Context: an optimization exercise on an open-source flow, tuned for small area and a short achievable clock period. The choices shown serve that exercise and are no tape-out recipe.
The RTL was checked by simulation tests, not by an equivalence proof against the original design.
Power figures rest on the tool's default switching activity, not on a simulated workload.

## build 7
// lc3_dmem_responder
module lc3_dmem_responder #(
   parameter int unsigned ADDR_W      = 8,
   parameter int unsigned DATA_W      = 16,
   parameter int unsigned WAIT_CYCLES = 1
) (
   input  logic              clock,
   input  logic              reset,
   input  logic              Data_req,
   input  logic              Data_rd,
   input  logic [15:0]       Data_addr,
   input  logic [DATA_W-1:0] Data_din,
   output logic [DATA_W-1:0] Data_dout,
   output logic              complete_data,
   output logic              busy,
   output logic              access_err
);
For scale: about 12000 cells after synthesis.
export LEC_CHECK = 0
export CAP_MARGIN = 20
export CORE_MARGIN = 2
export CORE_UTILIZATION = 60
export SETUP_SLACK_MARGIN = 3.0
export SLEW_MARGIN = 20
export SYNTH_HIERARCHICAL = 1
export SYNTH_MINIMUM_KEEP_SIZE = 0
create_clock -name core_clock -period 5.5 [get_ports {clock}]
standard.sh (not shown) runs the stock make flow with config.mk's settings and CLKGATE_MAP_FILE= SYNTH_SCRIPT=/design/flow/synth_recipe.tcl, a recipe that flattens the netlist after the stock synthesis.
==> flow/flow/run.sh <==
#!/bin/bash
# Standard layout, with the clock tree built from larger sink clusters and
# without dummy loads on the leaf buffers, and port buffers of the buf family
# (so that repair can size them).
set -e
export CTS_ARGS="-sink_clustering_enable -repair_clock_nets -sink_clustering_size 30 -sink_clustering_max_diameter 60 -dont_use_dummy_load"
export BUFFER_PORTS_ARGS="-buffer_cell sky130_fd_sc_hd__buf_4"
bash standard.sh > standard.log 2>&1
Input-level comparison between build 49 and build 7:
# build 7
export LEC_CHECK = 0
export CAP_MARGIN = 20
export CORE_MARGIN = 2
export CORE_UTILIZATION = 60
export SETUP_SLACK_MARGIN = 3.0
export SLEW_MARGIN = 20
export SYNTH_HIERARCHICAL = 1
export SYNTH_MINIMUM_KEEP_SIZE = 0
create_clock -name core_clock -period 5.5 [get_ports {clock}]
# build 49
export LEC_CHECK = 0
export CAP_MARGIN = 20
export CORE_MARGIN = 2
export CORE_UTILIZATION = 40
export PLACE_DENSITY = 0.8
export SETUP_SLACK_MARGIN = 3.0
export SLEW_MARGIN = 20
export SYNTH_HIERARCHICAL = 1
export SYNTH_MINIMUM_KEEP_SIZE = 0
create_clock -name core_clock -period 5.5 [get_ports {clock}]
--- a/flow/flow/run.sh
+++ b/flow/flow/run.sh
@@ -3,2 +3 @@
-# without dummy loads on the leaf buffers, and port buffers of the buf family
-# (so that repair can size them).
+# without dummy loads on the leaf buffers.
@@ -7 +5,0 @@
-export BUFFER_PORTS_ARGS="-buffer_cell sky130_fd_sc_hd__buf_4"
==> comparison <==
Re number of cells on the critical path: build 49 is 3 down on build 7.
The data arrival at the endpoint of the critical path in build 49 was lower than what build 7 gave.
In the metrics for build 7 and build 49, the one carrying the higher minimum setup slack in the final design is build 7.
For maximum number of pins on one net before global-route repair, dividing the value from build 7 by the value from build 49 gives 0.944.
Compared with build 7, in build 49 placed cell count picked up an extra 1612, routing usage on met1 lost 21 points.
Non-clock buffering overhead in the final layout | build 49 above build 7
Final cell count: build 7 and build 49 compared, lower one is build 7
In build 49 relative to build 7, final area had gone up slightly.
### build 49 -> build 27
# build 49
export LEC_CHECK = 0
export CAP_MARGIN = 20
export CORE_MARGIN = 2
export CORE_UTILIZATION = 40
export PLACE_DENSITY = 0.8
export SETUP_SLACK_MARGIN = 3.0
export SLEW_MARGIN = 20
export SYNTH_HIERARCHICAL = 1
export SYNTH_MINIMUM_KEEP_SIZE = 0
create_clock -name core_clock -period 5.5 [get_ports {clock}]
# build 27
export LEC_CHECK = 0
export CAP_MARGIN = 20
export CORE_MARGIN = 2
export CORE_UTILIZATION = 40
export SETUP_SLACK_MARGIN = 3.0
export SLEW_MARGIN = 20
export SYNTH_HIERARCHICAL = 1
export SYNTH_MINIMUM_KEEP_SIZE = 0
create_clock -name core_clock -period 5.5 [get_ports {clock}]
### Flow results
On build 27: maximum fanout along the worst path is 15 higher than what build 49 gave. Min cell area across build 27 and build 49: build 49. Worst setup path endpoint: busy -> build 49, part_q[1][15] -> build 27. [compare] base=build 49 new=build 27: final wirelength climbed about 10%, multi-input logic area rose 0.54%. Taking build 49 as the reference point, the fraction of layout instances using a drive strength above 1 of build 27 rises by 0.42 points. register to primary output as the critical path class was reported by build 49, and register to register by build 27.
#### Input delta (build 22 over build 27)
# build 27
export LEC_CHECK = 0
export CAP_MARGIN = 20
export CORE_MARGIN = 2
export CORE_UTILIZATION = 40
export SETUP_SLACK_MARGIN = 3.0
export SLEW_MARGIN = 20
export SYNTH_HIERARCHICAL = 1
export SYNTH_MINIMUM_KEEP_SIZE = 0
create_clock -name core_clock -period 5.5 [get_ports {clock}]
# build 22
export LEC_CHECK = 0
export CAP_MARGIN = 20
export CORE_MARGIN = 2
export CORE_UTILIZATION = 40
export CTS_CLUSTER_DIAMETER = 60
export CTS_CLUSTER_SIZE = 30
export SETUP_SLACK_MARGIN = 3.0
export SLEW_MARGIN = 20
export SYNTH_HIERARCHICAL = 1
export SYNTH_MINIMUM_KEEP_SIZE = 0
create_clock -name core_clock -period 5.5 [get_ports {clock}]
==> flow/run.sh (new file) <==
#!/bin/bash
# synth_recipe.tcl (not shown) runs the flow's synth.tcl, then flattens the netlist and writes it again
# the make line also repeats each setting of config.mk as NAME=value (left out here)
make -C /OpenROAD-flow-scripts/flow DESIGN_CONFIG=/design/flow/config.mk WORK_HOME=/design/flow/orfs CLKGATE_MAP_FILE= SYNTH_SCRIPT=/design/flow/synth_recipe.tcl finish
removed: flow/flow/run.sh
removed: flow/standard.sh
Findings:
- Diff build 22..build 27 | number of enable flip-flop cells after synthesis | unchanged
- Build 27 has lower data arrival time at the worst-slack endpoint than build 22.
- On total routing usage reported by global routing, build 22 tracks build 27 almost exactly.
- Going from build 27 to build 22, setup fix buffers added after clock tree synthesis shrinks by 2.
- Diff build 27..build 22 | area after synthesis | unchanged
- Looking at build 27 and build 22, the synthesized cell count is a wash.
- Sequential share of layout area, build 27 and build 22: lower on build 22
- ~same first-pass GRT wire length in build 27 and build 22

---

Another version of the RTL of lc3_dmem_responder (not shown whole).
Size in the first run: about 4,600 flip-flops.
export LEC_CHECK = 0
export CAP_MARGIN = 35
export CORE_MARGIN = 2
export CORE_UTILIZATION = 60
export SETUP_SLACK_MARGIN = 3.1
export SLEW_MARGIN = 35
export SYNTH_HIERARCHICAL = 1
export SYNTH_MINIMUM_KEEP_SIZE = 0
create_clock -name core_clock -period 5.5 [get_ports {clock}]
==> flow/flow/run.sh <==
#!/bin/bash
# Standard layout, with the clock tree built from larger sink clusters and
# without dummy loads on the leaf buffers, and port buffers of the buf family
# (so that repair can size them).
set -e
export CTS_ARGS="-sink_clustering_enable -repair_clock_nets -sink_clustering_size 30 -sink_clustering_max_diameter 60 -dont_use_dummy_load"
export BUFFER_PORTS_ARGS="-buffer_cell sky130_fd_sc_hd__buf_4"
bash standard.sh > standard.log 2>&1
Edit:
- CORE_UTILIZATION: 60 -> 70
- SETUP_SLACK_MARGIN: 3.1 -> 3.0
=>
- total power went down by 1.7%
- global-route usage went up by 5.2 points
- final cell count went down by 3.2%
- die area went down by about 14%
- hold slack improves by 7.6 ps
- critical path depth does not change
- design area went down by about 1%
- first-iteration DRC count went up by about 16%
- worst setup slack degrades by 36 ps
- synthesized area is unchanged
- wire length went down by about 2.8%

[separate check: timing with driven ports]
No port has a modelled driver above. Below, the same layouts with a new extraction and two added sets of constraints.
Step 1, drivers: a clkbuf_16 drives clock and a buf_2 each remaining input, both assumed.
Step 2, shift: input delay + t, output delay - t, t = (earliest + latest rising clock arrival at the registers) / 2. This alone moves slack from input paths to output paths.
Slacks: no drivers / after step 1 / after step 2; pairs: no drivers / after step 1.
| run | shift t [ns] | setup slack, ns | hold WS [ns] | worst register clock-pin slew, ns | worst slew at a driven data input, ns |
|---|---|---|---|---|---|
| build 7 | 0.997 | 2.811 / 2.811 / 2.042 | 0.283 / 0.196 / 0.366 | 0.12 / 0.12 | 0.19 |
| build 49 | 0.983 | 2.805 / 2.708 / 1.983 | 0.447 / 0.447 / 0.447 | 0.12 / 0.12 | 0.08 |
| build 27 | 1.012 | 2.887 / 2.813 / 1.883 | 0.358 / 0.358 / 0.358 | 0.11 / 0.11 | 0.12 |
| build 22 | 1.050 | 2.847 / 2.790 / 1.836 | 0.363 / 0.345 / 0.363 | 0.11 / 0.11 | 0.12 |
| the first run of note 2 | 0.987 | 3.013 / 2.929 / 2.164 | 0.300 / 0.241 / 0.365 | 0.12 / 0.12 | 0.15 |
| the second run of note 2 | 0.970 | 2.977 / 2.894 / 2.167 | 0.308 / 0.256 / 0.392 | 0.11 / 0.11 | 0.11 |
After both steps every run listed still meets setup and hold. For build 22, which loses most, drivers alone change the setup slack by -0.057 ns; drivers and shift together by -1.011 ns.
